This is an optimization exercise on Yosys and OpenROAD, whose aim is small area, not a production implementation. RTL that was checked went through simulation tests only; none was proved equivalent to the original. No functional check of the RTL was part of runs 1 and 2. Power and IR drop assume default switching activity.

### design/flow/config.mk
export PLATFORM = sky130hd
export DESIGN_NAME = synth_top
export DESIGN_NICKNAME = synth_top
export VERILOG_FILES = /design/flow/design.v
export SDC_FILE = /design/flow/constraint.sdc
export NUM_CORES = 4
export LEC_CHECK = 0
export CAP_MARGIN = 20
export CORE_MARGIN = 2
export CORE_UTILIZATION = 60
export CTS_BUF_LIST = sky130_fd_sc_hd__clkbuf_2 sky130_fd_sc_hd__clkbuf_4
export SLEW_MARGIN = 20
### design/flow/constraint.sdc
create_clock -name core_clock -period 10.0 [get_ports {clk}]
set_input_delay 2.0000 -clock core_clock [delete_from_list [all_inputs] [get_ports {clk}]]
set_output_delay 2.0000 -clock core_clock [all_outputs]
set_load 0.01 [all_outputs]
### design/flow/design.v
`default_nettype none
package synth_pkg;
	localparam int SAMPLE_W      = 16;
	localparam int PHASE_W       = 32;
	localparam int SPI_WORD_BITS = 16;
	localparam int SPI_CNT_W     = $clog2(SPI_WORD_BITS + 2);	 
	typedef logic signed [SAMPLE_W-1:0] sample_t;
	typedef logic [SPI_WORD_BITS-1:0]   pitch_t;
	typedef logic [PHASE_W-1:0]         phase_t;
	localparam logic [31:0] SAW_BASE = 32'd50000;	 
	localparam logic [7*13-1:0] SAW_DIFF = {
		13'd7612, 13'd6789, 13'd5336, 13'd4577,
		13'd3077, 13'd2777, 13'd1333
	};
endpackage
`default_nettype wire
`timescale 1ns/1ns
`default_nettype none
module spi_word_rx
(
	input  logic   clk,
	input  logic   trigger,
	input  logic   sck,
	input  logic   mosi,
	input  logic   cs,	 
	output synth_pkg::pitch_t pitch,
	output logic   accept	 
);
	logic [2:0] sck_sync;
	logic [1:0] mosi_sync;	 
	logic [2:0] cs_sync;
	logic sck_rise;
	logic cs_rise;
	logic cs_low;
	logic [synth_pkg::SPI_CNT_W-1:0] bit_cnt;
	synth_pkg::pitch_t               shreg;	 
	assign sck_rise = sck_sync[1] & ~sck_sync[2];
	assign cs_rise  = cs_sync[1] & ~cs_sync[2];
	assign cs_low   = ~cs_sync[1];
	always_ff @(posedge clk or posedge trigger) begin
		if (trigger) begin
			sck_sync  <= '0;
			mosi_sync <= '0;
			cs_sync   <= '1;	 
		end else begin
			sck_sync  <= {sck_sync[1:0], sck};
			mosi_sync <= {mosi_sync[0], mosi};
			cs_sync   <= {cs_sync[1:0], cs};
		end
	end
	always_ff @(posedge clk or posedge trigger) begin
		if (trigger) begin
			bit_cnt <= '0;
		end else if (!cs_low) begin
			bit_cnt <= '0;	 
		end else if (sck_rise && bit_cnt <= synth_pkg::SPI_CNT_W'(synth_pkg::SPI_WORD_BITS)) begin
			bit_cnt <= bit_cnt + 1'b1;
		end
	end
	always_ff @(posedge clk) begin
		if (sck_rise && cs_low)
			shreg <= {shreg[synth_pkg::SPI_WORD_BITS-2:0], mosi_sync[1]};
	end
	assign accept = cs_rise && bit_cnt == synth_pkg::SPI_CNT_W'(synth_pkg::SPI_WORD_BITS);
	always_ff @(posedge clk or posedge trigger) begin
		if (trigger)
			pitch <= '0;
		else if (accept)
			pitch <= shreg;
	end
endmodule
`default_nettype wire
`default_nettype none
`default_nettype wire
`default_nettype none
`default_nettype wire
`default_nettype none
`default_nettype wire
`timescale 1ns/1ns
`default_nettype none
module synth_top
(
	input  logic clk,
	input  logic trigger,
	input  logic sck,
	input  logic mosi,
	input  logic cs,
	output logic i2s_bck,
	output logic i2s_lrck,
	output logic i2s_din
);
	synth_pkg::pitch_t pitch;
	logic accept;	 
	spi_word_rx i_rx (
		.clk     (clk),
		.trigger (trigger),
		.sck     (sck),
		.mosi    (mosi),
		.cs      (cs),
		.pitch   (pitch),
		.accept  (accept)
	);
	logic [7:0] cnt;	 
	logic       first;	 
	logic       live;	 
	always_ff @(posedge clk or posedge trigger) begin
		if (trigger) begin
			cnt   <= 8'd255;
			first <= 1'b1;
			live  <= 1'b0;
		end else begin
			cnt   <= cnt + 1'b1;
			first <= 1'b0;
			if (cnt == 8'd254)
				live <= 1'b1;
		end
	end
	logic [4:0] j;		 
	logic [2:0] slot;	 
	logic       step;	 
	logic       vslot;	 
	assign j     = cnt[4:0];
	assign slot  = cnt[7:5];
	assign step  = slot == 3'd0;
	assign vslot = slot == 3'd7;
	logic [8:0] m;
	logic       nz;
	logic       note_pend;
	always_ff @(posedge clk or posedge trigger) begin
		if (trigger) begin
			m         <= '0;
			nz        <= 1'b0;
			note_pend <= 1'b0;
		end else begin
			if (cnt == 8'd255) begin
				note_pend <= accept;	 
				if (note_pend) begin
					m  <= 9'd511;
					nz <= 1'b1;
				end else if (m != 9'd0) begin
					m <= m - 1'b1;
				end else begin
					nz <= 1'b0;
				end
			end else if (accept) begin
				note_pend <= 1'b1;
			end
		end
	end
	logic [15:0] snap;
	always_ff @(posedge clk) begin
		if (cnt == 8'd0)
			snap <= {pitch[8:0], pitch[15:9]};
		else
			snap <= {snap[0], snap[15:1]};
	end
	logic [31:0] a_r;
	logic [31:0] k_r;
	logic        a_in;
	logic        k_in;
	logic        kc;		 
	logic [1:0]  ac;		 
	logic        k_old, a_old, kci, pbit, cbit;
	logic [1:0]  aci;
	logic [2:0]  a_sum;
	assign k_old = k_r[0] & live;	 
	assign a_old = a_r[0] & live;
	assign kci   = (j == 5'd0) ? 1'b1 : kc;
	assign aci   = (j == 5'd0) ? 2'd0 : ac;
	assign pbit  = snap[0] & (j >= 5'd8) & (j <= 5'd23);
	assign cbit  = synth_pkg::SAW_BASE[j];
	assign a_sum = a_old + pbit + cbit + aci;
	assign k_in = step ? (k_old ^ kci) : k_r[0];
	assign a_in = step ? a_sum[0] : a_r[0];
	always_ff @(posedge clk) begin
		k_r <= {k_in, k_r[31:1]};
		a_r <= {a_in, a_r[31:1]};
		kc  <= k_old & kci;
		ac  <= a_sum[2:1];
	end
	logic [15:0] dn;
	logic [1:0]  dc;
	logic [1:0]  dci;
	logic        add_y, add_a;
	logic [2:0]  d_sum;
	logic        y;		 
	assign add_y = !vslot && (j >= 5'd19);
	assign add_a = step && (j >= 5'd19);
	assign dci   = (cnt[3:0] == 4'd3) ? 2'd0 : dc;
	assign d_sum = dn[0] + (y & add_y) + (a_in & add_a) + dci;
	always_ff @(posedge clk) begin
		if (cnt >= 8'd3 && cnt <= 8'd18)
			dn <= {cnt == 8'd18, dn[15:1]};	 
		else
			dn <= {d_sum[0], dn[15:1]};
		dc <= d_sum[2:1];
	end
	logic        z;
	logic        x;
	logic [12:0] coef;
	logic [12:1] dl;	 
	logic [12:0] opnd;
	logic [3:0]  uc;
	logic [3:0]  uci;
	logic [4:0]  u_sum;
	assign z = vslot ? ((j >= 5'd16) ? dl[1] : dn[3]) : k_in;
	assign x = vslot ? 1'b0 : a_in;
	always_comb begin
		if (vslot)
			coef = {m, nz, nz, nz, nz};	 
		else
			coef = synth_pkg::SAW_DIFF[13*slot +: 13];
	end
	assign opnd = coef & {dl, z};
	assign uci  = (j == 5'd0) ? 4'd0 : uc;
	always_comb begin
		u_sum = {4'd0, x} + {1'b0, uci};
		for (int s = 0; s < 13; s++)
			u_sum = u_sum + {4'd0, opnd[s]};
	end
	assign y = u_sum[0];
	always_ff @(posedge clk) begin
		uc <= u_sum[4:1];
		if (j == 5'd31)
			dl <= '0;
		else
			dl <= {dl[11:1], z};
	end
	logic [31:0] out_r;
	logic        out_in;
	always_comb begin
		if (cnt >= 8'd237 && cnt <= 8'd252)
			out_in = y;		 
		else if (cnt >= 8'd253 || cnt <= 8'd12)
			out_in = dn[6];	 
		else
			out_in = out_r[0];
	end
	always_ff @(posedge clk)
		out_r <= {out_in, out_r[31:1]};
	logic [4:0] nb;		 
	logic [4:0] tp;		 
	logic       st;
	logic       din;
	assign nb = 5'(({1'b0, cnt} + 9'd9) >> 3);
	assign tp = 5'd28 - nb - cnt[4:0];
	always_ff @(posedge clk) begin
		if (tp[2:0] == 3'd0)
			case (tp[4:3])
			2'd0:    st <= out_in;	 
			2'd1:    st <= out_r[8];
			2'd2:    st <= out_r[16];
			default: st <= out_r[24];
			endcase
	end
	always_ff @(posedge clk or posedge trigger) begin
		if (trigger)
			din <= 1'b0;
		else if (cnt[2:0] == 3'd7)
			din <= live & st;
	end
	assign i2s_bck  = cnt[2] & ~first;
	assign i2s_lrck = cnt[7] & ~first;
	assign i2s_din  = din;
endmodule
`default_nettype wire
### design/flow/run.sh
#!/bin/bash
# synth_recipe.tcl (not shown) runs the flow's synth.tcl, then flattens the netlist and writes it again
# the make line also repeats each setting of config.mk as NAME=value (left out here)
make -C /OpenROAD-flow-scripts/flow DESIGN_CONFIG=/design/flow/config.mk WORK_HOME=/design/flow/orfs CLKGATE_MAP_FILE= SYNTH_SCRIPT=/design/flow/synth_recipe.tcl finish
==> results of run 1 <==
[layer usage]
| layer | vias up | global-route usage | share of wire | wire length, um |
|---|---|---|---|---|
| li1 | 2010 | - | - | - |
| met4 | 0 | 0.0779 | 0.012 | 142 |
| met1 | 2051 | 0.274 | 0.47 | 5640 |
| met2 | 74 | 0.305 | 0.48 | 5800 |
| met5 | - | 0 | 0 | 0 |
| met3 | 14 | 0.0659 | 0.044 | 532 |
[area by class of cell]
| type | count | area (sq um) |
|---|---|---|
| fillers | 917 | 3680 |
| clock inverters | 15 | 120 |
| multi-input cells | 292 | 2390 |
| flip-flops and latches | 217 | 4780 |
| inverters | 43 | 161 |
| clock buffers | 80 | 601 |
| repair buffers | 10 | 92.6 |
| well taps | 147 | 184 |
[stage by stage]
stage	hold slack (ns)	std cells	total power, mW	setup WS, ns	area (sq um)
6_report	0.286	804	1.64	3.58	8330
4_1_cts	0.288	804	1.67	3.57	8330
3_5_place_dp	0.312	709	0.914	3.60	7610
3_3_place_gp	0.309	709	0.914	3.81	7610
5_1_grt	0.311	804	1.72	3.17	8330
2_1_floorplan	0.310	565	0.909	4.19	7390
[cells by family after synthesis]
| family | count (synthesis) | share of synthesized area |
|---|---|---|
| compound gates | 49 | 0.0420 |
| xor+xnor | 23 | 0.0291 |
| simple gates | 130 | 0.0934 |
| fa+ha+maj | 49 | 0.0981 |
| other cells | 1 | 0.000507 |
| flops | 217 | 0.647 |
| buf+inv | 56 | 0.0296 |
| mux | 40 | 0.0602 |
[cell usage after synthesis, types with 4 or more instances]
library cell	number	area [sq um]
a21o_1	4	30.0
a21oi_1	13	65.1
clkbuf_1	10	37.5
dfrtp_1	39	976
dfstp_2	12	315
dfxtp_1	149	2980
edfxtp_1	17	510
fa_1	15	300
ha_1	34	425
inv_1	43	161
mux2_2	33	372
mux2i_1	4	40.0
nand2_1	36	135
nand2b_1	5	31.3
nand3_1	7	35.0
nand4_1	7	43.8
nor2_1	22	82.6
nor2b_1	23	144
nor3_1	8	40.0
o21ai_0	14	70.1
xnor2_1	12	105
xor2_1	10	87.6
[flip-flops by register name (all words and copies together), names as in the netlist, 2 cells and up]
| signal | cells |
|---|---|
| dc | 2 |
| dn | 16 |
| k_r | 32 |
| i_rx.cs_sync | 3 |
| uc | 4 |
| i_rx.sck_sync | 3 |
| i_rx.bit_cnt | 5 |
| snap | 16 |
| ac | 2 |
| a_r | 32 |
| i_rx.mosi_sync | 2 |
| out_r | 32 |
| i_rx.pitch | 16 |
| dl | 12 |
| cnt | 8 |
| m | 9 |
| i_rx.shreg | 16 |
[worst max path at each step]
| stage | startpoint | endpoint | cells after the start |
|---|---|---|---|
| global placement | cnt[0] | dc[0] | 20 |
| global route | cnt[0] | dc[0] | 20 |
| floorplan | cnt[0] | dc[0] | 20 |
| CTS | cnt[0] | dc[0] | 20 |
| finish | cnt[0] | dc[0] | 20 |
| detailed placement | cnt[0] | dc[0] | 20 |
[report_power, final]
part	leakage (nW)	switching (mW)	internal (mW)
sequential	2.02	0.00234	0.883
clock	0.423	0.327	0.418
combinational	1.39	0.00697	0.00326
[layout by cell type (no fill, tap or decap), types with 8 or more instances in the layout]
cell type  Yosys  final
dfxtp_1      149    149
mux2_2        33     33
nand2_1       36     36
xor2_1        10     10
a21oi_1       13     13
fa_1          15     15
clkbuf_4       0     80
o21ai_0       14     14
edfxtp_1      17     17
nor2_1        22     22
nor2b_1       23     23
ha_1          34     34
dfrtp_1       39     39
xnor2_1       12     12
inv_1         43     42
dfstp_2       12     12
clkinv_1       0      9
nor3_1         8      8
[worst register-to-register path: stages, from the launching register on]
cell	delay (ns)
dfstp_2	0.40
inv_1	0.20
ha_1	0.22
nor4b_2	0.60
nor2b_1	0.14
fa_1	0.47
ha_1	0.32
mux2_2	0.17
nand2_1	0.08
fa_1	0.54
inv_1	0.06
fa_1	0.51
fa_1	0.52
fa_1	0.55
inv_1	0.06
fa_1	0.55
nor3_1	0.23
ha_1	0.17
inv_1	0.05
fa_1	0.47
inv_1	0.04
==> impl_metrics.ini, run 1 <==
[outcome]
status = timing/DRC/antenna clean

[final_layout]
postLayoutCoreUtil = 0.694
drive_above_1_share = 0.218
antenna_cells = 0
area_growth_pct = 12.7
nets = 671

[cts]
root_buffer = clkbuf_4
cts_max_level = 2
clk_latency_ns = 0.65
numCtsBuffers = 53
cts-hold-fix-buffers = 0
post_cts_buffers = 0
post_cts_resized = 0
cts_buffer_depth = 3
clk_pin_slew_ns = 0.07
clkSinkCount = 217
cts_tree = done

[sta]
worst_clock_skew_ns = 0.0453
rsz0062_at_grt = false
finalCritPeriodShare = 0.642
slew_viol_final = 0
tns_ns = 0
relSlewSlack = 0.508
hold_viol_final = 0
min_period_ns = 6.42
max_freq_mhz = 156
worst_pin_slew_ns = 0.736
setup_viol = 0

[power_and_ir_drop]
p_leak_nw = 3.83
ir_drop_mv = 0.130
p_per_area_nw_per_um2 = 197

[yosys]
synthCells = 565
synth_nets = 619
synth-edff-count = 17
ys_types = 59
async_flop_share = 0.235
ys_seq_area_frac = 0.647
syn-mean-instance-area_sq_um = 13.1
syn_area_sq_um = 7390
yosys_most_used_dff = dfxtp_1
yosysWarnings = 2
ys_seq_elements = 217

[route]
viasPerCell = 5.16
drt-wirelength-per-cell_um = 15.1
route.vias.total = 4149
ant_nets = 0
drt-total-wl_um = 12100
first_pass_iters = 4
drt_iter0_markers = 195
drc = 0

[worst_setup_path]
cp_top_family = adder cells
cp.required_ns = 10.53
r2r_cells = 20
r2r_start = cnt[0]
critPathKind = reg2reg
critPathArrivalTime_ns = 6.95
critical_path.cell_chain = inv_1, ha_1, nor4b_2, nor2b_1, fa_1, ha_1, mux2_2, nand2_1, fa_1, inv_1, fa_1, fa_1, fa_1, inv_1, fa_1, nor3_1, ha_1, inv_1, fa_1, inv_1
worst-path-buf-inv = 5
reg2reg_slack_ns = 3.58
cp-end-kind = flip-flop
path_common_cell = fa_1
startpoint_type = flip-flop
slowest_stage = nor4b_2
cp_max_fo = 8
cp_slowest_stage_delay_ns = 0.59
rr_endpoint = dc[0]

[floorplan]
die_h_um = 115
placementRows = 40
core_area_sq_um = 12000
initial_utilization = 0.616
io_pins = 8
die-area_sq_um = 13200
fp.dieW_um = 115

[worst_hold_path]
hp-start = a_r[27]
min_path_type = reg2reg
worstHoldPathCells = 0
hold-path-endpoint = a_r[26]

[grt]
grt_max_degree = 52
antenna_found_initial = 0
grt_pass1_wl_um = 20900
grt_pass1_vias = 4336
grt_use_total = 0.202
grt.overflow.total = 0

[place]
portBuffers = 7
place_congestion = 0.871
dpl.hpwl_um = 7800

[flow_run]
cap_violations = 0
==> run 2, diff against run 1 <==
--- a/design/flow/config.mk
+++ b/design/flow/config.mk
@@ -7,6 +7,7 @@
 export LEC_CHECK = 0
 export CAP_MARGIN = 20
 export CORE_MARGIN = 2
-export CORE_UTILIZATION = 60
-export CTS_BUF_LIST = sky130_fd_sc_hd__clkbuf_2 sky130_fd_sc_hd__clkbuf_4
+export CORE_UTILIZATION = 70
+export CTS_BUF_LIST = sky130_fd_sc_hd__clkbuf_4
+export CTS_CLUSTER_SIZE = 30
 export SLEW_MARGIN = 20
==> run 2 against run 1 <==
  * Final area decreased by 0.72%
  * Critical path type unchanged
  * Routed wire length about the same
  * Clock skew decreased by 0.0097 ns
  * Core utilization is 11 points higher
  * Largest cell class unchanged
  * Total power shrank 1.9%
  * Sequential share of layout area increased by 0.42 points
  * Via count is 0.80% lower
  * Non-clock buffer count unchanged
  * Sequential power about the same
  * Synthesized cell count did not move
  * Fmax grew 2.0%
==> impl_metrics.ini, run 2 <==
[yosys]
synth.most_common_cell = dfxtp_1
synth-edff-count = 17
synth_nets = 619
synthCells = 565
syn-mean-instance-area_sq_um = 13.1
ys_seq_area_frac = 0.647
ys_seq_elements = 217
yosys_most_used_dff = dfxtp_1
syn_area_sq_um = 7390
yosys-top-cells-count = dfxtp_1 (149), inv_1 (43), dfrtp_1 (39)
synthTopCellsByArea = dfxtp_1 (40%), dfrtp_1 (13%), edfxtp_1 (6.9%), ha_1 (5.8%), mux2_2 (5.0%)
async_flop_share = 0.235
yosysWarnings = 2
synth_top_area_share = 0.403
yosys.area.top_type = dfxtp_1
ys_types = 59

[floorplan]
die-area_sq_um = 11400
io_pins = 8
placementRows = 37
die_h_um = 107
core_area_sq_um = 10300
initial_utilization = 0.720
fp.dieW_um = 107

[worst_setup_path]
path_common_cell = fa_1
cp_max_fo = 8
critical_path.cell_chain = inv_1, ha_1, nor4b_2, nor2b_1, fa_1, ha_1, mux2_2, nand2_1, fa_1, inv_1, fa_1, fa_1, fa_1, inv_1, fa_1, nor3_1, ha_1, inv_1, fa_1, inv_1
crit_start = cnt[0]
slowest_stage = nor4b_2
critPathKind = reg2reg
cp.required_ns = 10.46
cp_slowest_stage_delay_ns = 0.62
r2r_cells = 20
reg2reg_slack_ns = 3.70
startpoint_type = flip-flop
rr_endpoint = dc[0]
cp-end-kind = flip-flop
r2r_start = cnt[0]
critPathArrivalTime_ns = 6.76

[worst_hold_path]
min_path_type = reg2reg
hp-start = a_r[6]
worstHoldPathCells = 0
hold-path-endpoint = a_r[5]

[place]
placed_area_sq_um = 7600
place_congestion = 0.851
dp_slack_ns = 3.71
portBuffers = 7
dpl.hpwl_um = 7830

[sta]
worst_clock_skew_ns = 0.0356
min_period_ns = 6.30
setup_viol = 0
worst_pin_slew_ns = 0.755
finalCritPeriodShare = 0.630
rsz0062_at_grt = false
fin_ws_ns = 3.70
slew_viol_final = 0
tns_ns = 0
hold_viol_final = 0
max_freq_mhz = 159
relSlewSlack = 0.495

[final_layout]
layout_commonest_cell = dfxtp_1
area_growth_pct = 11.9
largestRegisters = a_r (32), k_r (32), out_r (32)
layout_common_cells = dfxtp_1 (149), clkbuf_4 (76), inv_1 (42), dfrtp_1 (39), nand2_1 (36)
nets = 668
postLayoutCoreUtil = 0.805
drive_above_1_share = 0.210
antenna_cells = 0
postLayoutCellArea_sq_um = 8270

[route]
viasPerCell = 5.23
drt-total-wl_um = 12100
drt-wirelength-per-cell_um = 15.4
drc = 0
first_pass_iters = 4
ant_nets = 0
route.vias.total = 4116
drt_iter0_markers = 192

[cts]
root_buffer = clkbuf_4
clk_pin_slew_ns = 0.07
cts_buffer_depth = 3
clk_latency_ns = 0.59
cts-hold-fix-buffers = 0
cts_max_level = 2
clkSinkCount = 217
post_cts_buffers = 0
numCtsBuffers = 50
post_cts_resized = 0
cts_tree = done

[grt]
grt_pass1_vias = 4208
grt_pass1_wl_um = 20200
grt_max_degree = 52
grt_use_total = 0.225
antenna_found_initial = 0
grt.overflow.total = 0

[power_and_ir_drop]
p_per_area_nw_per_um2 = 194
p_leak_nw = 3.81
power_mw = 1.61
ir_drop_mv = 0.154

[outcome]
status = timing/DRC/antenna clean

[flow_run]
cap_violations = 0
==> run 2: per-stage QoR <==
step | instances | hold slack [ns]
detailed placement | 698 | 0.312
CTS | 787 | 0.320
global placement | 698 | 0.310
global route | 787 | 0.330
floorplan | 565 | 0.310
finish | 787 | 0.321
==> run 2: worst max-delay path by stage <==
stage                     endpoint  cells after the start
after detailed placement     dc[0]                     20
final                        dc[0]                     20
after global routing         dc[0]                     20
after CTS                    dc[0]                     20
after global placement       dc[0]                     21
after floorplan              dc[0]                     20
==> run 2: area by class of cell <==
| class | instances | area, sq um |
|---|---|---|
| fill | 619 | 2000 |
| clock buffer | 76 | 571 |
| multi-input combinational | 292 | 2390 |
| sequential | 217 | 4780 |
| timing repair buffer | 10 | 92.6 |
| clock inverter | 13 | 104 |
| tap | 136 | 170 |
| inverter | 43 | 161 |
==> run 2: logic make-up after synthesis <==
kind of cell | after synthesis | share of synthesized area
other | 1 | 0.000507
flip-flops | 217 | 0.647
XOR/XNOR | 23 | 0.0291
adder cells (fa/ha/maj) | 49 | 0.0981
AO/OA/AOI/OAI | 49 | 0.0420
multiplexers | 40 | 0.0602
AND/OR/NAND/NOR | 130 | 0.0934
buffers and inverters | 56 | 0.0296
==> run 2: per-layer routing <==
metal  wire length (um)  part of all wire  vias to the layer above  track usage
li1                   -                 -                     1999            -
met1               5630              0.47                     2020        0.311
met2               5870              0.48                       80        0.360
met3                425             0.035                       17       0.0486
met4                182             0.015                        0       0.0724
met5                  0                 0                        -            0
==> run 2: power by group <==
part           switching [mW]  internal (mW)  leakage (nW)  total [mW]
clock                   0.316          0.398         0.400       0.714
combinational         0.00684        0.00321          1.39      0.0100
sequential            0.00234          0.882          2.02       0.885
total                   0.325           1.28          3.81        1.61
==> run 2: worst max-delay path, delay by kind of cell, from the launching register on <==
kind                     cells  cell delay (ns)
flip-flops                   1             0.39
buffers and inverters        5             0.36
AND/OR/NAND/NOR              4             1.04
adder cells (fa/ha/maj)     10             4.22
multiplexers                 1             0.16
==> run 3, diff against run 2 <==
--- a/design/flow/design.v
+++ b/design/flow/design.v
@@ -24,7 +24,7 @@
 	input  logic   mosi,
 	input  logic   cs,	 
 	output synth_pkg::pitch_t pitch,
-	output logic   accept	 
+	output logic   note_on
 );
 	logic [2:0] sck_sync;
 	logic [1:0] mosi_sync;	 
@@ -61,12 +61,17 @@
 		if (sck_rise && cs_low)
 			shreg <= {shreg[synth_pkg::SPI_WORD_BITS-2:0], mosi_sync[1]};
 	end
-	assign accept = cs_rise && bit_cnt == synth_pkg::SPI_CNT_W'(synth_pkg::SPI_WORD_BITS);
-	always_ff @(posedge clk or posedge trigger) begin
-		if (trigger)
-			pitch <= '0;
-		else if (accept)
-			pitch <= shreg;
+	always_ff @(posedge clk or posedge trigger) begin
+		if (trigger) begin
+			pitch   <= '0;
+			note_on <= 1'b0;
+		end else begin
+			note_on <= 1'b0;
+			if (cs_rise && bit_cnt == synth_pkg::SPI_CNT_W'(synth_pkg::SPI_WORD_BITS)) begin
+				pitch   <= shreg;
+				note_on <= 1'b1;	 
+			end
+		end
 	end
 endmodule
 `default_nettype wire
@@ -90,7 +95,7 @@
 	output logic i2s_din
 );
 	synth_pkg::pitch_t pitch;
-	logic accept;	 
+	logic note_on;
 	spi_word_rx i_rx (
 		.clk     (clk),
 		.trigger (trigger),
@@ -98,7 +103,7 @@
 		.mosi    (mosi),
 		.cs      (cs),
 		.pitch   (pitch),
-		.accept  (accept)
+		.note_on (note_on)
 	);
 	logic [7:0] cnt;	 
 	logic       first;	 
@@ -132,8 +137,8 @@
 			nz        <= 1'b0;
 			note_pend <= 1'b0;
 		end else begin
-			if (cnt == 8'd255) begin
-				note_pend <= accept;	 
+			if (cnt == 8'd0) begin
+				note_pend <= note_on;	 
 				if (note_pend) begin
 					m  <= 9'd511;
 					nz <= 1'b1;
@@ -142,7 +147,7 @@
 				end else begin
 					nz <= 1'b0;
 				end
-			end else if (accept) begin
+			end else if (note_on) begin
 				note_pend <= 1'b1;
 			end
 		end
@@ -238,26 +243,16 @@
 	end
 	always_ff @(posedge clk)
 		out_r <= {out_in, out_r[31:1]};
-	logic [4:0] nb;		 
-	logic [4:0] tp;		 
-	logic       st;
+	logic [4:0] b;
+	logic [4:0] pos;
 	logic       din;
-	assign nb = 5'(({1'b0, cnt} + 9'd9) >> 3);
-	assign tp = 5'd28 - nb - cnt[4:0];
-	always_ff @(posedge clk) begin
-		if (tp[2:0] == 3'd0)
-			case (tp[4:3])
-			2'd0:    st <= out_in;	 
-			2'd1:    st <= out_r[8];
-			2'd2:    st <= out_r[16];
-			default: st <= out_r[24];
-			endcase
-	end
+	assign b   = cnt[7:3] + 1'b1;
+	assign pos = 5'd29 - b - {b[1:0], 3'b000};
 	always_ff @(posedge clk or posedge trigger) begin
 		if (trigger)
 			din <= 1'b0;
 		else if (cnt[2:0] == 3'd7)
-			din <= live & st;
+			din <= live & out_r[pos];
 	end
 	assign i2s_bck  = cnt[2] & ~first;
 	assign i2s_lrck = cnt[7] & ~first;
--- a/design/flow/config.mk
+++ b/design/flow/config.mk
@@ -7,7 +7,5 @@
 export LEC_CHECK = 0
 export CAP_MARGIN = 20
 export CORE_MARGIN = 2
-export CORE_UTILIZATION = 70
-export CTS_BUF_LIST = sky130_fd_sc_hd__clkbuf_4
-export CTS_CLUSTER_SIZE = 30
+export CORE_UTILIZATION = 40
 export SLEW_MARGIN = 20
==> run 3 against run 2 <==
  * Sequential power is essentially flat
  * Worst setup slack got worse by 0.47 ns
  * Die area grew 77%
  * Routed wire length up 2.9%
  * Highest routed layer unchanged
  * Non-clock buffer count stayed put
  * Final cell count increased by 12%
  * Final area up 5.4%
  * Register-to-register slack worse by 0.47 ns
  * Global-route usage shrank 9.2 points
  * Clock power up 24%
  * Critical path depth grew 3
  * Fmax shrank 7.0%
==> impl_metrics.ini, run 3 <==
[worst_setup_path]
cp.required_ns = 10.41
cp_top_family = adder cells
r2r_start = cnt[3]
startpoint_type = flip-flop
critPathArrivalTime_ns = 7.18
rr_endpoint = dc[0]
critPathKind = reg2reg
r2r_cells = 23
reg2reg_slack_ns = 3.23
slowest_stage = dfstp_2
cp-end-kind = flip-flop
critical_path.cell_chain = inv_1, ha_1, a31oi_1, a41oi_1, a21oi_1, nand2_1, fa_1, inv_1, ha_1, mux2_2, nand2_1, fa_1, fa_1, fa_1, inv_1, fa_1, inv_1, fa_1, nor3_1, ha_1, inv_1, fa_1, inv_1
cp_slowest_stage_delay_ns = 0.89
cp_max_fo = 23
path_common_cell = fa_1
worst-path-buf-inv = 6

[floorplan]
core_area_sq_um = 18700
io_pins = 8
initial_utilization = 0.408
placementRows = 50
fp.dieW_um = 142
die_h_um = 142
die-area_sq_um = 20200

[power_and_ir_drop]
p_clk_frac = 0.498
p_comb_frac = 0.006
seqPwrFrac = 0.496
p_per_area_nw_per_um2 = 204
ir_drop_mv = 0.166
power_mw = 1.78
p_leak_nw = 3.82
p_int_mw = 1.43
switching_share = 0.198
switching_power_mw = 0.352

[yosys]
synthTopCellsByArea = dfxtp_1 (39%), dfrtp_1 (13%), edfxtp_1 (6.3%), ha_1 (5.1%), nand2_1 (4.5%)
async_flop_share = 0.240
synthCells = 612
ys_types = 55
synth_nets = 662
syn_area_sq_um = 7630
synth-edff-count = 16
yosysWarnings = 2
syn-mean-instance-area_sq_um = 12.5
yosys-top-cells-count = dfxtp_1 (149), nand2_1 (92), dfrtp_1 (40)
synth_top_area_share = 0.391
ys_seq_area_frac = 0.626
synth.most_common_cell = dfxtp_1
yosys.area.top_type = dfxtp_1
ys_seq_elements = 217
yosys_most_used_dff = dfxtp_1

[worst_hold_path]
min_path_type = reg2reg
worstHoldPathCells = 0
hold-path-endpoint = k_r[21]
hp-start = k_r[22]

[final_layout]
drive_above_1_share = 0.144
register_area_sq_um = 4780
layout_common_cells = dfxtp_1 (149), nand2_1 (92), dfrtp_1 (40), inv_1 (37), ha_1 (31)
antenna_cells = 0
area_growth_pct = 14.3
multi_input_area_sq_um = 2590
largestRegisters = a_r (32), k_r (32), out_r (32)
layout_commonest_cell = dfxtp_1
fill_cells = 1714
nets = 677

[cts]
clk_latency_ns = 0.52
cts_max_level = 1
numCtsBuffers = 23
root_buffer = clkbuf_16
clk_pin_slew_ns = 0.06
cts_buffer_depth = 3
cts_tree = done
post_cts_buffers = 0
clkSinkCount = 217
post_cts_resized = 0
cts-hold-fix-buffers = 0

[route]
drt-total-wl_um = 12500
drt_iter0_markers = 212
first_pass_iters = 4
ant_nets = 0
route.vias.total = 4190
viasPerCell = 4.77
drt-wirelength-per-cell_um = 14.2
drc = 0

[grt]
antenna_found_initial = 0
use_met3 = 0.0246
grt_use_met1 = 0.186
grt_use_total = 0.133
grt.overflow.total = 0
use_met2 = 0.210
grt_pass1_vias = 4379
grt_max_degree = 53
grt.busiest_layer = met2
grt_pass1_wl_um = 21800

[sta]
hold_viol_final = 0
relSlewSlack = 0.526
rsz0062_at_grt = false
min_period_ns = 6.77
slew_viol_final = 0
worst_pin_slew_ns = 0.711
setup_viol = 0
finalCritPeriodShare = 0.677
hold_slack_ns = 0.323
worst_clock_skew_ns = 0.0202
tns_ns = 0
max_freq_mhz = 148

[outcome]
status = timing/DRC/antenna clean

[place]
portBuffers = 7
dpl.hpwl_um = 8240
place_congestion = 0.830

[flow_run]
cap_violations = 0
==> run 3: power by group through the flow <==
stage	Clock [mW]	Combinational (mW)	Sequential [mW]
floorplan	0	0.00610	0.902
global placement	0	0.0105	0.903
detailed placement	0	0.0109	0.903
CTS	0.918	0.0108	0.884
global route	0.952	0.0119	0.885
finish	0.888	0.0103	0.885
==> run 3: worst max path at each step <==
stage / startpoint / to / slack [ns] / cells past startpoint
after global placement: cnt[3] / dc[0] / 3.25 / 23
after detailed placement: cnt[3] / dc[0] / 3.17 / 23
after floorplan: cnt[3] / dc[0] / 3.76 / 24
after global routing: cnt[3] / dc[0] / 2.72 / 23
after CTS: cnt[3] / dc[0] / 3.18 / 23
final: cnt[3] / dc[0] / 3.23 / 23
==> run 3: area by class of cell <==
cell class | instances | area share
Sequential cell | 217 | 0.548
Multi-Input combinational cell | 337 | 0.297
Clock buffer | 29 | 0.0744
Tap cell | 234 | 0.0336
Clock inverter | 13 | 0.0198
Inverter | 38 | 0.0163
Timing Repair Buffer | 10 | 0.0106
==> run 3: logic make-up after synthesis <==
group,count (synthesis),synth area share
muxes,38,0.0661
AOI/OAI and AO/OA,52,0.0457
DFF,217,0.626
other,1,0.000491
xor gates and xnor gates,21,0.0241
adders and majority gates,45,0.0876
buffers and inverters,58,0.0336
and+or+nand+nor,180,0.116
==> run 3: worst reg2reg max path: stages, from the launching register on <==
cell	delay, ns
dfstp_2	0.89
inv_1	0.23
ha_1	0.30
a31oi_1	0.19
a41oi_1	0.07
a21oi_1	0.14
nand2_1	0.09
fa_1	0.50
inv_1	0.04
ha_1	0.29
mux2_2	0.29
nand2_1	0.10
fa_1	0.42
fa_1	0.52
fa_1	0.55
inv_1	0.05
fa_1	0.52
inv_1	0.05
fa_1	0.49
nor3_1	0.20
ha_1	0.17
inv_1	0.05
fa_1	0.49
inv_1	0.04
==> run 3: layer usage <==
layer | part of all wire | vias to the layer above | wire, um
li1 | - | 2059 | -
met1 | 0.48 | 2062 | 6000
met2 | 0.47 | 47 | 5820
met3 | 0.033 | 22 | 411
met4 | 0.019 | 0 | 240
met5 | 0 | - | 0
==> run 3: per-stage QoR <==
step	instances	setup slack (ns)	cell area, sq um	utilization
finish	878	3.23	8720	0.466
global route	878	2.72	8720	0.466
detailed placement	836	3.17	7900	0.422
CTS	878	3.18	8720	0.466
global placement	836	3.25	7900	0.422
floorplan	612	3.76	7630	-
==> run 4, diff against run 3 <==
--- a/design/flow/design.v
+++ b/design/flow/design.v
@@ -24,7 +24,7 @@
 	input  logic   mosi,
 	input  logic   cs,	 
 	output synth_pkg::pitch_t pitch,
-	output logic   note_on
+	output logic   accept	 
 );
 	logic [2:0] sck_sync;
 	logic [1:0] mosi_sync;	 
@@ -58,20 +58,15 @@
 		end
 	end
 	always_ff @(posedge clk) begin
-		if (sck_rise && cs_low)
+		if (sck_rise)
 			shreg <= {shreg[synth_pkg::SPI_WORD_BITS-2:0], mosi_sync[1]};
 	end
-	always_ff @(posedge clk or posedge trigger) begin
-		if (trigger) begin
-			pitch   <= '0;
-			note_on <= 1'b0;
-		end else begin
-			note_on <= 1'b0;
-			if (cs_rise && bit_cnt == synth_pkg::SPI_CNT_W'(synth_pkg::SPI_WORD_BITS)) begin
-				pitch   <= shreg;
-				note_on <= 1'b1;	 
-			end
-		end
+	assign accept = cs_rise && bit_cnt == synth_pkg::SPI_CNT_W'(synth_pkg::SPI_WORD_BITS);
+	always_ff @(posedge clk or posedge trigger) begin
+		if (trigger)
+			pitch <= '0;
+		else if (accept)
+			pitch <= shreg;
 	end
 endmodule
 `default_nettype wire
@@ -95,7 +90,7 @@
 	output logic i2s_din
 );
 	synth_pkg::pitch_t pitch;
-	logic note_on;
+	logic accept;	 
 	spi_word_rx i_rx (
 		.clk     (clk),
 		.trigger (trigger),
@@ -103,18 +98,18 @@
 		.mosi    (mosi),
 		.cs      (cs),
 		.pitch   (pitch),
-		.note_on (note_on)
+		.accept  (accept)
 	);
 	logic [7:0] cnt;	 
 	logic       first;	 
 	logic       live;	 
 	always_ff @(posedge clk or posedge trigger) begin
 		if (trigger) begin
-			cnt   <= 8'd255;
+			cnt   <= 8'd0;
 			first <= 1'b1;
 			live  <= 1'b0;
 		end else begin
-			cnt   <= cnt + 1'b1;
+			cnt   <= cnt + {7'd0, !first};
 			first <= 1'b0;
 			if (cnt == 8'd254)
 				live <= 1'b1;
@@ -137,8 +132,8 @@
 			nz        <= 1'b0;
 			note_pend <= 1'b0;
 		end else begin
-			if (cnt == 8'd0) begin
-				note_pend <= note_on;	 
+			if (cnt == 8'd255) begin
+				note_pend <= accept;	 
 				if (note_pend) begin
 					m  <= 9'd511;
 					nz <= 1'b1;
@@ -147,7 +142,7 @@
 				end else begin
 					nz <= 1'b0;
 				end
-			end else if (note_on) begin
+			end else if (accept) begin
 				note_pend <= 1'b1;
 			end
 		end
@@ -184,21 +179,26 @@
 		ac  <= a_sum[2:1];
 	end
 	logic [15:0] dn;
-	logic [1:0]  dc;
-	logic [1:0]  dci;
-	logic        add_y, add_a;
-	logic [2:0]  d_sum;
+	logic        dc;
+	logic        dci;
+	logic        d_src;
+	logic        add_y;
+	logic [1:0]  d_sum;
 	logic        y;		 
+	always_comb begin
+		if (cnt >= 8'd19 && cnt <= 8'd31)
+			d_src = a_in;			 
+		else if (cnt >= 8'd32 && cnt <= 8'd34)
+			d_src = cnt == 8'd34;	 
+		else
+			d_src = dn[0];
+	end
 	assign add_y = !vslot && (j >= 5'd19);
-	assign add_a = step && (j >= 5'd19);
-	assign dci   = (cnt[3:0] == 4'd3) ? 2'd0 : dc;
-	assign d_sum = dn[0] + (y & add_y) + (a_in & add_a) + dci;
-	always_ff @(posedge clk) begin
-		if (cnt >= 8'd3 && cnt <= 8'd18)
-			dn <= {cnt == 8'd18, dn[15:1]};	 
-		else
-			dn <= {d_sum[0], dn[15:1]};
-		dc <= d_sum[2:1];
+	assign dci   = (cnt[3:0] == 4'd3) ? 1'b0 : dc;
+	assign d_sum = d_src + (y & add_y) + dci;
+	always_ff @(posedge clk) begin
+		dn <= {d_sum[0], dn[15:1]};
+		dc <= d_sum[1];
 	end
 	logic        z;
 	logic        x;
@@ -243,19 +243,29 @@
 	end
 	always_ff @(posedge clk)
 		out_r <= {out_in, out_r[31:1]};
-	logic [4:0] b;
-	logic [4:0] pos;
+	logic [4:0] nb;		 
+	logic [4:0] tp;		 
+	logic       st;
 	logic       din;
-	assign b   = cnt[7:3] + 1'b1;
-	assign pos = 5'd29 - b - {b[1:0], 3'b000};
+	assign nb = 5'(({1'b0, cnt} + 9'd9) >> 3);
+	assign tp = 5'd28 - nb - cnt[4:0];
+	always_ff @(posedge clk) begin
+		if (tp[2:0] == 3'd0)
+			case (tp[4:3])
+			2'd0:    st <= out_in;	 
+			2'd1:    st <= out_r[8];
+			2'd2:    st <= out_r[16];
+			default: st <= out_r[24];
+			endcase
+	end
 	always_ff @(posedge clk or posedge trigger) begin
 		if (trigger)
 			din <= 1'b0;
 		else if (cnt[2:0] == 3'd7)
-			din <= live & out_r[pos];
-	end
-	assign i2s_bck  = cnt[2] & ~first;
-	assign i2s_lrck = cnt[7] & ~first;
+			din <= live & st;
+	end
+	assign i2s_bck  = cnt[2];	 
+	assign i2s_lrck = cnt[7];
 	assign i2s_din  = din;
 endmodule
 `default_nettype wire
--- a/design/flow/config.mk
+++ b/design/flow/config.mk
@@ -7,5 +7,8 @@
 export LEC_CHECK = 0
 export CAP_MARGIN = 20
 export CORE_MARGIN = 2
-export CORE_UTILIZATION = 40
+export CORE_UTILIZATION = 85
+export CTS_BUF_LIST = sky130_fd_sc_hd__clkbuf_8
+export CTS_CLUSTER_DIAMETER = 300
+export CTS_CLUSTER_SIZE = 18
 export SLEW_MARGIN = 20
==> run 4 against run 3 <==
  * Core utilization is 46 points higher
  * Final cell count is 23% lower
  * Non-clock buffer count is 2 lower
  * Synthesized area is 4.0% lower
  * Critical path depth is 4 lower
  * Synthesized cell count is 9.6% lower
  * Global-route usage is 23 points higher
  * Sequential cell count is 1 lower
  * Register-to-register slack hardly changed
  * Critical path type unchanged
  * Largest cell class unchanged
  * Largest power group is now registers
==> impl_metrics.ini, run 4 <==
[worst_setup_path]
cp-end-kind = flip-flop
cp.required_ns = 10.32
rr_endpoint = st
cp_max_fo = 19
reg2reg_slack_ns = 3.24
cp_slowest_stage_delay_ns = 0.66
critical_path.cell_chain = nor3_1, nand2_1, nand2_1, fa_1, inv_1, ha_1, mux2_2, nand2_1, fa_1, fa_1, fa_1, fa_1, inv_1, fa_1, and4_1, a211oi_1, o32ai_2, nand2b_1, a22oi_1
crit_start = cnt[3]
r2r_start = cnt[3]
critPathArrivalTime_ns = 7.08
startpoint_type = flip-flop
critPathKind = reg2reg
worst-path-buf-inv = 2
r2r_cells = 19
cp_top_family = adder cells
slowest_stage = dfrtp_1
path_common_cell = fa_1

[place]
place_congestion = 0.873
dpl.hpwl_um = 9460
portBuffers = 7

[yosys]
synth-edff-count = 17
syn-mean-instance-area_sq_um = 13.2
async_flop_share = 0.236
ys_seq_area_frac = 0.649
synth_top_area_share = 0.404
synthCells = 553
yosysWarnings = 2
ys_seq_elements = 216
syn_area_sq_um = 7330
yosys.area.top_type = dfxtp_1
yosys_most_used_dff = dfxtp_1
synthTopCellsByArea = dfxtp_1 (40%), dfrtp_1 (16%), edfxtp_1 (7.0%), mux2_2 (5.5%), ha_1 (4.8%)
synth_nets = 600
synth.most_common_cell = dfxtp_1
yosys-top-cells-count = dfxtp_1 (148), dfrtp_1 (47), inv_1 (39)
ys_types = 62

[grt]
grt_use_total = 0.363
grt_max_degree = 52
grt.overflow.total = 0
grt_pass1_wl_um = 26000
grt_pass1_vias = 4649
antenna_found_initial = 1

[sta]
worst_clock_skew_ns = 0.0183
tns_ns = 0
setup_viol = 0
finalCritPeriodShare = 0.676
max_freq_mhz = 148
rsz0062_at_grt = false
slew_viol_final = 0
hold_viol_final = 0
relSlewSlack = 0.385
min_period_ns = 6.76
worst_pin_slew_ns = 0.922

[final_layout]
layout_common_cells = dfxtp_1 (148), inv_1 (48), dfrtp_1 (47), mux2_2 (36), nand2_1 (33)
area_growth_pct = 5.26
largestRegisters = a_r (32), k_r (32), out_r (32)
nets = 609
drive_above_1_share = 0.119
layout_commonest_cell = dfxtp_1
postLayoutCoreUtil = 0.929

[floorplan]
die_h_um = 96.8
fp.dieW_um = 96.8
die-area_sq_um = 9380
io_pins = 8
core_area_sq_um = 8300
placementRows = 33
initial_utilization = 0.883

[route]
viasPerCell = 6.47
drc = 0
ant_nets = 0
first_pass_iters = 5
drt-total-wl_um = 16600
drt-wirelength-per-cell_um = 24.5
drt_iter0_markers = 443
route.vias.total = 4377

[worst_hold_path]
hold-path-endpoint = dn[12]
hp-start = dn[13]
worstHoldPathCells = 0
min_path_type = reg2reg

[power_and_ir_drop]
power_mw = 2.30
ir_drop_mv = 0.294
p_per_area_nw_per_um2 = 298
p_leak_nw = 3.47

[cts]
root_buffer = clkbuf_8
cts_tree = done
clk_latency_ns = 0.50
cts-hold-fix-buffers = 0
numCtsBuffers = 15
cts_max_level = 1
post_cts_buffers = 0
clk_pin_slew_ns = 0.12
clkSinkCount = 216
cts_buffer_depth = 3
post_cts_resized = 0

[flow_run]
cap_violations = 0

[outcome]
status = timing/DRC/antenna clean
==> run 4: worst max-delay path by stage <==
stage / endpoint / cells past startpoint
after floorplan: st / 20
after global placement: st / 19
after detailed placement: st / 19
after CTS: st / 19
after global routing: st / 19
final: st / 19
==> run 4: layer usage <==
metal  wire [um]  vias to the layer above  part of all wire  GRT usage
met1        6110                     2135              0.37      0.455
met2        8340                      296              0.50      0.635
met3        1340                       85             0.081     0.0665
met4         799                        0             0.048      0.135
li1            -                     1861                 -          -
met5           0                        -                 0          0
==> run 4: cell families after synthesis <==
logic type               count (synthesis)  share of synthesized area
AO/OA/AOI/OAI                           53                     0.0511
XOR/XNOR                                25                     0.0318
adder cells (fa/ha/maj)                 42                     0.0861
buffers and inverters                   55                     0.0307
flip-flops                             216                      0.649
multiplexers                            40                     0.0608
other                                    1                   0.000512
AND/OR/NAND/NOR                        121                     0.0900
==> run 4: through the flow <==
| step | instance area, sq um | setup slack (ns) | instances | hold WS [ns] |
|---|---|---|---|---|
| finish | 7710 | 3.24 | 677 | 0.330 |
| global route | 7710 | 3.01 | 676 | 0.337 |
| CTS | 7710 | 3.33 | 676 | 0.334 |
| detailed placement | 7460 | 3.54 | 650 | 0.312 |
| global placement | 7460 | 4.06 | 650 | 0.310 |
| floorplan | 7330 | 4.35 | 553 | 0.310 |
==> run 4: area by class of cell <==
| cell class | instances | area [sq um] |
|---|---|---|
| Inverter | 39 | 148 |
| Clock buffer | 15 | 206 |
| Timing Repair Buffer | 8 | 77.6 |
| Fill cell | 236 | 588 |
| Multi-Input combinational cell | 282 | 2350 |
| Tap cell | 105 | 131 |
| Sequential cell | 216 | 4750 |
| Clock inverter | 11 | 45.0 |
| Antenna cell | 1 | 2.50 |
==> run 4: power by group <==
part	leakage [nW]	internal, mW	total [mW]	switching [mW]
Combinational	1.26	0.261	0.652	0.392
Clock	0.161	0.143	0.410	0.267
Sequential	2.05	1.09	1.24	0.153
==> run 5, diff against run 4 <==
--- a/design/flow/config.mk
+++ b/design/flow/config.mk
@@ -7,7 +7,7 @@
 export LEC_CHECK = 0
 export CAP_MARGIN = 20
 export CORE_MARGIN = 2
-export CORE_UTILIZATION = 85
+export CORE_UTILIZATION = 70
 export CTS_BUF_LIST = sky130_fd_sc_hd__clkbuf_8
 export CTS_CLUSTER_DIAMETER = 300
 export CTS_CLUSTER_SIZE = 18
==> run 5 against run 4 <==
  * Highest routed layer unchanged
  * Clock power is 5.4% lower
  * Final cell count is 4.4% higher
  * Still clean
  * Clock-buffer cell count unchanged
  * Register-to-register slack gained 0.58 ns
==> impl_metrics.ini, run 5 <==
[sta]
relSlewSlack = 0.426
max_freq_mhz = 162
worst_clock_skew_ns = 0.0248
slew_viol_final = 0
rsz0062_at_grt = false
tns_ns = 0
hold_viol_final = 0
setup_viol = 0
worst_pin_slew_ns = 0.859
finalCritPeriodShare = 0.618
min_period_ns = 6.18

[yosys]
syn-mean-instance-area_sq_um = 13.2
yosys.area.top_type = dfxtp_1
yosys_most_used_dff = dfxtp_1
synthCells = 553
yosys-top-cells-count = dfxtp_1 (148), dfrtp_1 (47), inv_1 (39)
ys_seq_area_frac = 0.649
synth.most_common_cell = dfxtp_1
synth_top_area_share = 0.404
yosysWarnings = 2
syn_area_sq_um = 7330
ys_seq_elements = 216
synthTopCellsByArea = dfxtp_1 (40%), dfrtp_1 (16%), edfxtp_1 (7.0%), mux2_2 (5.5%), ha_1 (4.8%)
ys_types = 62
async_flop_share = 0.236
synth-edff-count = 17
synth_nets = 600

[place]
portBuffers = 7
place_congestion = 0.810
dpl.hpwl_um = 7470

[grt]
grt_pass1_wl_um = 19500
grt.overflow.total = 0
grt_max_degree = 32
grt_use_total = 0.219
antenna_found_initial = 0
grt_pass1_vias = 4011

[worst_hold_path]
min_path_type = reg2reg
worstHoldPathCells = 0

[route]
viasPerCell = 5.39
first_pass_iters = 4
drt-wirelength-per-cell_um = 16.0
drc = 0
drt-total-wl_um = 11300
drt_iter0_markers = 224
ant_nets = 0
route.vias.total = 3809

[final_layout]
layout_common_cells = dfxtp_1 (148), inv_1 (47), dfrtp_1 (47), mux2_2 (36), nand2_1 (33)
drive_above_1_share = 0.121
largestRegisters = a_r (32), k_r (32), out_r (32)
antenna_cells = 0
area_growth_pct = 5.79
nets = 610
layout_commonest_cell = dfxtp_1
fill_cells = 672

[worst_setup_path]
slowest_stage = dfrtp_1
crit_start = cnt[3]
cp-end-kind = flip-flop
startpoint_type = flip-flop
critPathKind = reg2reg
cp_max_fo = 19
endpoint = st
reg2reg_slack_ns = 3.82
r2r_cells = 19
cp_slowest_stage_delay_ns = 0.63
cp.required_ns = 10.23
critical_path.cell_chain = nor3_1, nand2_1, nand2_1, fa_1, inv_1, ha_1, mux2_2, nand2_1, fa_1, fa_1, fa_1, fa_1, inv_1, fa_1, and4_1, a211oi_1, o32ai_2, nand2b_1, a22oi_1
rr_endpoint = st
critPathArrivalTime_ns = 6.41
path_common_cell = fa_1
r2r_start = cnt[3]

[outcome]
status = timing/DRC/antenna clean

[cts]
post_cts_buffers = 0
cts_tree = done
post_cts_resized = 0
clk_latency_ns = 0.49
clk_pin_slew_ns = 0.11
cts_buffer_depth = 3
numCtsBuffers = 15
cts_max_level = 1
clkSinkCount = 216
root_buffer = clkbuf_8
cts-hold-fix-buffers = 0

[floorplan]
die-area_sq_um = 11300
placementRows = 37
initial_utilization = 0.716
die_h_um = 106
core_area_sq_um = 10200
fp.dieW_um = 106
io_pins = 8

[power_and_ir_drop]
power_mw = 2.12
ir_drop_mv = 0.230
p_leak_nw = 3.47
p_per_area_nw_per_um2 = 273

[flow_run]
cap_violations = 0
==> run 5: cells by family (layout without fill, tap and decap cells) <==
group                    count (synthesis)  in the layout  synth area share
flip-flops                             216            216             0.649
adder cells (fa/ha/maj)                 42             42            0.0861
buffers and inverters                   55             73            0.0307
AND/OR/NAND/NOR                        121            121            0.0900
XOR/XNOR                                25             25            0.0318
multiplexers                            40             40            0.0608
other                                    1              1          0.000512
AO/OA/AOI/OAI                           53             53            0.0511
==> run 5: worst min path at each step <==
stage	startpoint	to	slack, ns
after global placement	dn[7]	dn[6]	0.31
after global routing	k_r[30]	k_r[29]	0.33
final	a_r[27]	a_r[26]	0.32
after CTS	k_r[10]	k_r[9]	0.32
after detailed placement	dn[5]	dn[4]	0.31
after floorplan	a_r[1]	a_r[0]	0.31
==> run 5: layout make-up <==
type | instances | area [sq um] | area share
Clock buffer | 15 | 206 | 0.0266
Clock inverter | 10 | 41.3 | 0.00533
Inverter | 39 | 146 | 0.0189
Multi-Input combinational cell | 282 | 2350 | 0.303
Sequential cell | 216 | 4750 | 0.613
Tap cell | 136 | 170 | 0.0220
Timing Repair Buffer | 9 | 85.1 | 0.0110
==> run 5: critical path: cells and delay by family (launching register included) <==
| kind | cells | cell delay, ns |
|---|---|---|
| buffers and inverters | 2 | 0.13 |
| multiplexers | 1 | 0.28 |
| AND/OR/NAND/NOR | 6 | 1.24 |
| AO/OA/AOI/OAI | 3 | 0.43 |
| adder cells (fa/ha/maj) | 7 | 3.21 |
| flip-flops | 1 | 0.63 |
==> run 5: report_power, final <==
group / internal, mW / switching [mW]
registers: 1.08 / 0.122
logic: 0.241 / 0.280
clock network: 0.142 / 0.246
total: 1.47 / 0.648
==> run 5: stage by stage <==
| stage | hold WS [ns] | utilization | area (sq um) | instances | setup slack [ns] |
|---|---|---|---|---|---|
| after floorplan | 0.310 | - | 7330 | 553 | 4.35 |
| after global placement | 0.312 | 0.733 | 7500 | 682 | 4.02 |
| after detailed placement | 0.312 | 0.733 | 7500 | 682 | 3.86 |
| after CTS | 0.324 | 0.757 | 7750 | 707 | 3.81 |
| after global routing | 0.329 | 0.757 | 7750 | 707 | 3.38 |
| final | 0.323 | 0.757 | 7750 | 707 | 3.82 |
==> run 5: layer usage <==
layer	part of all wire	global-route usage	up-vias
li1	-	-	1861
met1	0.47	0.316	1873
met2	0.47	0.353	59
met3	0.041	0.0337	16
met4	0.017	0.0517	0
met5	0	0	-
==> run 6, diff against run 5 <==
--- a/design/flow/design.v
+++ b/design/flow/design.v
@@ -28,30 +28,28 @@
 );
 	logic [2:0] sck_sync;
 	logic [1:0] mosi_sync;	 
-	logic [2:0] cs_sync;
+	logic [2:0] ncs_sync;	 
 	logic sck_rise;
 	logic cs_rise;
 	logic cs_low;
 	logic [synth_pkg::SPI_CNT_W-1:0] bit_cnt;
 	synth_pkg::pitch_t               shreg;	 
 	assign sck_rise = sck_sync[1] & ~sck_sync[2];
-	assign cs_rise  = cs_sync[1] & ~cs_sync[2];
-	assign cs_low   = ~cs_sync[1];
+	assign cs_rise  = ~ncs_sync[1] & ncs_sync[2];
+	assign cs_low   = ncs_sync[1];
 	always_ff @(posedge clk or posedge trigger) begin
 		if (trigger) begin
-			sck_sync  <= '0;
-			mosi_sync <= '0;
-			cs_sync   <= '1;	 
+			sck_sync <= '0;
+			ncs_sync <= '0;	 
 		end else begin
-			sck_sync  <= {sck_sync[1:0], sck};
-			mosi_sync <= {mosi_sync[0], mosi};
-			cs_sync   <= {cs_sync[1:0], cs};
-		end
-	end
-	always_ff @(posedge clk or posedge trigger) begin
-		if (trigger) begin
-			bit_cnt <= '0;
-		end else if (!cs_low) begin
+			sck_sync <= {sck_sync[1:0], sck};
+			ncs_sync <= {ncs_sync[1:0], ~cs};
+		end
+	end
+	always_ff @(posedge clk)
+		mosi_sync <= {mosi_sync[0], mosi};
+	always_ff @(posedge clk) begin
+		if (!cs_low) begin
 			bit_cnt <= '0;	 
 		end else if (sck_rise && bit_cnt <= synth_pkg::SPI_CNT_W'(synth_pkg::SPI_WORD_BITS)) begin
 			bit_cnt <= bit_cnt + 1'b1;
@@ -101,16 +99,16 @@
 		.accept  (accept)
 	);
 	logic [7:0] cnt;	 
-	logic       first;	 
+	logic       run;	 
 	logic       live;	 
 	always_ff @(posedge clk or posedge trigger) begin
 		if (trigger) begin
 			cnt   <= 8'd0;
-			first <= 1'b1;
+			run   <= 1'b0;
 			live  <= 1'b0;
 		end else begin
-			cnt   <= cnt + {7'd0, !first};
-			first <= 1'b0;
+			cnt   <= cnt + {7'd0, run};
+			run   <= 1'b1;
 			if (cnt == 8'd254)
 				live <= 1'b1;
 		end
==> run 6 against run 5 <==
  * Clock skew decreased by 0.0086 ns
  * Synthesized cell count grew 1.1%
  * Hold slack improved by 0.0048 ns
  * Sequential power about the same
  * Final area is 0.16% lower
  * Total power rose by 0.86%
  * Via count decreased by 0.37%
  * Critical path depth increased by 1
  * Sequential cell count unchanged
  * Sequential share of layout area is 0.42 points lower
  * Combinational power grew 4%
  * Register-to-register slack better by 0.04 ns
  * Critical endpoint is now dn[15]
==> impl_metrics.ini, run 6 <==
[outcome]
status = timing/DRC/antenna clean

[worst_hold_path]
hold-path-endpoint = a_r[2]
worstHoldPathCells = 0
hp-start = a_r[3]
min_path_type = reg2reg

[cts]
clk_latency_ns = 0.49
post_cts_resized = 0
cts_buffer_depth = 3
cts_max_level = 1
clkSinkCount = 216
clk_pin_slew_ns = 0.10
numCtsBuffers = 15
cts-hold-fix-buffers = 0
root_buffer = clkbuf_8
post_cts_buffers = 0
cts_tree = done

[sta]
worst_clock_skew_ns = 0.0162
min_period_ns = 6.14
hold_viol_final = 0
setup_viol = 0
fin_ws_ns = 3.86
finalCritPeriodShare = 0.614
worst_pin_slew_ns = 0.892
slew_viol_final = 0
rsz0062_at_grt = false
relSlewSlack = 0.403
max_freq_mhz = 163
tns_ns = 0

[power_and_ir_drop]
p_leak_nw = 3.46
ir_drop_mv = 0.272
power_mw = 2.13
p_per_area_nw_per_um2 = 276

[grt]
grt_max_degree = 45
grt_pass1_vias = 3938
grt.overflow.total = 0
antenna_found_initial = 0
grt_use_total = 0.219
grt_pass1_wl_um = 19600

[yosys]
async_flop_share = 0.204
yosys_most_used_dff = dfxtp_1
synthTopCellsByArea = dfxtp_1 (42%), dfrtp_1 (15%), edfxtp_1 (7.0%), ha_1 (4.8%), mux2_2 (4.2%)
syn-mean-instance-area_sq_um = 13.1
ys_seq_elements = 216
synth-edff-count = 17
ys_seq_area_frac = 0.645
yosys-top-cells-count = dfxtp_1 (155), dfrtp_1 (44), inv_1 (42)
syn_area_sq_um = 7310
synth_nets = 606
yosys.area.top_type = dfxtp_1
yosysWarnings = 2
synth_top_area_share = 0.425
ys_types = 60
synth.most_common_cell = dfxtp_1
synthCells = 559

[worst_setup_path]
startpoint_type = flip-flop
critPathArrivalTime_ns = 6.51
cp-end-kind = flip-flop
r2r_cells = 20
cp.required_ns = 10.38
r2r_start = cnt[2]
rr_endpoint = dn[15]
critPathKind = reg2reg
cp_max_fo = 14
reg2reg_slack_ns = 3.86

[final_layout]
layout_commonest_cell = dfxtp_1
antenna_cells = 0
area_growth_pct = 5.91
fill_cells = 656
register_area_sq_um = 4710
layout_common_cells = dfxtp_1 (155), inv_1 (50), dfrtp_1 (44), nand2_1 (40), ha_1 (28)
largestRegisters = a_r (32), k_r (32), out_r (32)
multi_input_area_sq_um = 2360
nets = 618
drive_above_1_share = 0.0898

[place]
place_congestion = 0.848
dp_slack_ns = 3.89
dpl.hpwl_um = 7610
portBuffers = 7

[route]
first_pass_iters = 5
drc = 0
route.vias.total = 3795
drt-total-wl_um = 11400
drt_iter0_markers = 265
drt-wirelength-per-cell_um = 16.0
ant_nets = 0
viasPerCell = 5.31

[floorplan]
placementRows = 37
die-area_sq_um = 11300
core_area_sq_um = 10200
io_pins = 8
die_h_um = 106
fp.dieW_um = 106
initial_utilization = 0.714

[flow_run]
cap_violations = 0
==> run 6: cell types whose count changed after synthesis, sizes merged, moves of 4 or more <==
cell and delta:
a21oi +5, dfstp -4, dfxtp +7, nand2 +7, nand2b -4, nand3 -4
nor2b +6
==> run 6: per-layer routing <==
metal	up-vias	GRT usage	routed length, um
met5	-	0	0
met4	0	0.0677	309
met3	27	0.0325	421
met2	73	0.346	5140
met1	1822	0.318	5550
li1	1873	-	-
==> run 6: cells by family (layout without fill, tap and decap cells) <==
family,Yosys count,after routing,share of synthesized area
adder cells (fa/ha/maj),42,42,0.0863
multiplexers,43,43,0.0668
AO/OA/AOI/OAI,53,53,0.0483
flip-flops,216,216,0.645
other,1,1,0.000513
buffers and inverters,56,76,0.0313
XOR/XNOR,25,25,0.0319
AND/OR/NAND/NOR,123,123,0.0896
==> run 6: per-stage QoR <==
step	hold slack [ns]	cells	cell area, sq um	util
after floorplan	0.310	559	7310	-
after global placement	0.310	690	7490	0.732
after detailed placement	0.312	690	7490	0.732
after CTS	0.334	715	7740	0.756
after global routing	0.336	715	7740	0.756
final	0.328	715	7740	0.756
==> run 6: power breakdown <==
group | switching (mW) | internal [mW]
clock network | 0.250 | 0.142
logic | 0.294 | 0.245
registers | 0.120 | 1.08
==> run 6: area by class of cell <==
| cell class | instances | share of cell area |
|---|---|---|
| clock buffers | 15 | 0.0267 |
| clock inverters | 10 | 0.00534 |
| inverters | 42 | 0.0204 |
| multi-input cells | 287 | 0.305 |
| flip-flops and latches | 216 | 0.609 |
| well taps | 136 | 0.0220 |
| repair buffers | 9 | 0.0110 |
==> run 6: worst max-delay path by stage <==
stage	from	to	slack [ns]	cells after the start
after CTS	cnt[2]	dn[15]	3.89	20
after global routing	cnt[2]	dn[15]	3.60	20
after floorplan	cnt[1]	dn[15]	4.25	21
final	cnt[2]	dn[15]	3.86	20
after detailed placement	cnt[2]	dn[15]	3.89	20
after global placement	cnt[2]	dn[15]	4.02	20
==> run 6: worst max-delay path, stage by stage, from the launching register on <==
cell	delay [ns]
dfrtp_1	0.57
ha_1	0.35
o211ai_1	0.11
nand2_1	0.08
mux2i_1	0.17
nand2_1	0.10
fa_1	0.50
inv_1	0.04
ha_1	0.26
mux2_2	0.16
nand2_1	0.08
fa_1	0.54
inv_1	0.06
fa_1	0.51
fa_1	0.53
fa_1	0.55
inv_1	0.05
fa_1	0.55
nand3b_1	0.19
a21oi_1	0.18
fa_1	0.42
==> run 7, diff against run 6 <==
==> design/flow/flow/run.sh (new file) <==
#!/bin/bash
# The standard layout, with the clock tree built without balancing dummy loads
# and with larger sink clusters; every step's output goes to flow.log here.
set -euo pipefail
export CTS_ARGS="-sink_clustering_enable -repair_clock_nets -sink_clustering_size 18 -sink_clustering_max_diameter 300 -buf_list sky130_fd_sc_hd__clkbuf_8 -dont_use_dummy_load"
bash standard.sh > flow.log 2>&1
==> design/flow/standard.sh (new file) <==
#!/bin/bash
# synth_recipe.tcl (not shown) runs the flow's synth.tcl, then flattens the netlist and writes it again
# the make line also repeats each setting of config.mk as NAME=value (left out here)
make -C /OpenROAD-flow-scripts/flow DESIGN_CONFIG=/design/flow/config.mk WORK_HOME=/design/flow/orfs CLKGATE_MAP_FILE= SYNTH_SCRIPT=/design/flow/synth_recipe.tcl "${@:-finish}"
removed: design/flow/run.sh
==> run 7 against run 6 <==
  * Clock-buffer cell count did not move
  * Clock power fell by 4%
  * Hold slack got worse by 0.0029 ns
  * Sequential cell count unchanged
  * First-iteration DRC count decreased by 0.75%
  * Non-clock buffer count unchanged
  * Still clean on timing, DRC and antenna
  * Sequential share of layout area up 0.33 points
  * Die area unchanged
  * Sequential power is essentially flat
  * Critical path type unchanged
  * Core utilization fell by 0.40 points
==> impl_metrics.ini, run 7 <==
[final_layout]
nets = 618
area_growth_pct = 5.34
largestRegisters = a_r (32), k_r (32), out_r (32)
stdcell_count = 705
layout_common_cells = dfxtp_1 (155), dfrtp_1 (44), inv_1 (41), nand2_1 (40), ha_1 (28)
antenna_cells = 0
postLayoutCoreUtil = 0.752
fill_cells = 662
postLayoutCellArea_sq_um = 7700
layout_commonest_cell = dfxtp_1
drive_above_1_share = 0.0896

[yosys]
synthCells = 559
synthTopCellsByArea = dfxtp_1 (42%), dfrtp_1 (15%), edfxtp_1 (7.0%), ha_1 (4.8%), mux2_2 (4.2%)
ys_seq_elements = 216
yosys.area.top_type = dfxtp_1
yosys-top-cells-count = dfxtp_1 (155), dfrtp_1 (44), inv_1 (42)
synth_nets = 606
yosysWarnings = 2
synth_top_area_share = 0.425
synth-edff-count = 17
ys_seq_area_frac = 0.645
syn-mean-instance-area_sq_um = 13.1
syn_area_sq_um = 7310
ys_types = 60
async_flop_share = 0.204
synth.most_common_cell = dfxtp_1
yosys_most_used_dff = dfxtp_1

[grt]
use_met3 = 0.0319
grt_pass1_vias = 3909
grt_use_met1 = 0.317
grt_max_degree = 45
antenna_found_initial = 0
grt.busiest_layer = met2
use_met2 = 0.345
grt.overflow.total = 0
grt_use_total = 0.219
grt_pass1_wl_um = 19500

[power_and_ir_drop]
p_int_mw = 1.46
switching_share = 0.310
p_leak_nw = 3.41
switching_power_mw = 0.656
seqPwrFrac = 0.567
p_comb_frac = 0.256
p_clk_frac = 0.177
ir_drop_mv = 0.285
p_per_area_nw_per_um2 = 275

[worst_setup_path]
critPathKind = reg2reg
cp.depth = 20
rr_endpoint = dn[15]
cp-end-kind = flip-flop
critical_path.cell_chain = ha_1, o211ai_1, nand2_1, mux2i_1, nand2_1, fa_1, inv_1, ha_1, mux2_2, nand2_1, fa_1, inv_1, fa_1, fa_1, fa_1, inv_1, fa_1, nand3b_1, a21oi_1, fa_1
cp_max_fo = 14
reg2reg_slack_ns = 3.86
r2r_start = cnt[2]
slowest_stage = dfrtp_1
startpoint_type = flip-flop
cp_slowest_stage_delay_ns = 0.58
r2r_cells = 20
path_common_cell = fa_1
cp_top_family = adder cells
worst-path-buf-inv = 3
cp.required_ns = 10.35
critPathArrivalTime_ns = 6.50

[place]
dpl.hpwl_um = 7610
place_inst = 690
place_congestion = 0.848
placed_area_sq_um = 7490
portBuffers = 7

[route]
route.vias.total = 3826
drc = 0
drt_iter0_markers = 263
first_pass_iters = 4
drt-total-wl_um = 11400
ant_nets = 0
drt-wirelength-per-cell_um = 16.2
viasPerCell = 5.43

[sta]
max_freq_mhz = 163
relSlewSlack = 0.395
worst_clock_skew_ns = 0.0229
hold_viol_final = 0
setup_viol = 0
finalCritPeriodShare = 0.614
rsz0062_at_grt = false
worst_pin_slew_ns = 0.905
slew_viol_final = 0
min_period_ns = 6.14
tns_ns = 0

[cts]
cts_tree = done
cts-hold-fix-buffers = 0
clk_pin_slew_ns = 0.10
clkSinkCount = 216
cts_max_level = 1
clk_latency_ns = 0.48
post_cts_resized = 0
cts_buffer_depth = 3
post_cts_buffers = 0
numCtsBuffers = 15
root_buffer = clkbuf_8

[worst_hold_path]
hp-start = out_r[6]
min_path_type = reg2reg
worstHoldPathCells = 0
hold-path-endpoint = out_r[5]

[outcome]
status = timing/DRC/antenna clean

[floorplan]
die-area_sq_um = 11300
io_pins = 8
fp.dieW_um = 106
core_area_sq_um = 10200
placementRows = 37
die_h_um = 106
initial_utilization = 0.714

[flow_run]
cap_violations = 0
[run 7: cell counts after synthesis]
Identical to the previous run, type by type.
[run 7: worst register-to-register path, stage by stage, from the launching register on]
cell	delay [ns]
dfrtp_1	0.58
ha_1	0.36
o211ai_1	0.11
nand2_1	0.08
mux2i_1	0.17
nand2_1	0.10
fa_1	0.50
inv_1	0.04
ha_1	0.26
mux2_2	0.16
nand2_1	0.08
fa_1	0.54
inv_1	0.06
fa_1	0.51
fa_1	0.53
fa_1	0.55
inv_1	0.05
fa_1	0.55
nand3b_1	0.19
a21oi_1	0.18
fa_1	0.42
[run 7: final cells by class]
class / instances / area [sq um] / area share
clock buffer: 15 / 206 / 0.0268
inverter: 42 / 158 / 0.0205
multi-input combinational: 287 / 2360 / 0.307
sequential: 216 / 4710 / 0.613
tap: 136 / 170 / 0.0221
timing repair buffer: 9 / 85.1 / 0.0111
[run 7: through the flow]
stage                     total power [mW]  worst slack, ns  hold WS (ns)
after floorplan                       1.62             4.25         0.310
after global placement                1.73             4.02         0.310
after detailed placement              1.76             3.89         0.312
after CTS                             2.14             3.88         0.317
after global routing                  2.27             3.60         0.330
final                                 2.12             3.86         0.325
[run 7: worst max path at each step]
| stage | start | end | slack (ns) |
|---|---|---|---|
| after floorplan | cnt[1] | dn[15] | 4.25 |
| after global placement | cnt[2] | dn[15] | 4.02 |
| after detailed placement | cnt[2] | dn[15] | 3.89 |
| after CTS | cnt[2] | dn[15] | 3.88 |
| after global routing | cnt[2] | dn[15] | 3.60 |
| final | cnt[2] | dn[15] | 3.86 |
[run 7: cells by family (layout without fill, tap and decap cells)]
family	after synthesis	in the layout	synth area share
xor gates and xnor gates	25	25	0.0319
and+or+nand+nor	123	123	0.0896
buffers and inverters	56	66	0.0313
muxes	43	43	0.0668
AOI/OAI and AO/OA	53	53	0.0483
adders and majority gates	42	42	0.0863
other	1	1	0.000513
DFF	216	216	0.645
[run 7: power by group through the flow]
stage                     clock (mW)  sequential, mW  combinational, mW
after floorplan                    0            1.15              0.470
after global placement             0            1.21              0.518
after detailed placement           0            1.22              0.539
after CTS                      0.387            1.21              0.543
after global routing           0.416            1.23              0.624
final                          0.375            1.20              0.541
[run 7: per-layer routing]
| metal | wire length (um) | share of wire |
|---|---|---|
| met1 | 5550 | 0.49 |
| met2 | 5020 | 0.44 |
| met3 | 480 | 0.042 |
| met4 | 381 | 0.033 |
| met5 | 0 | 0 |
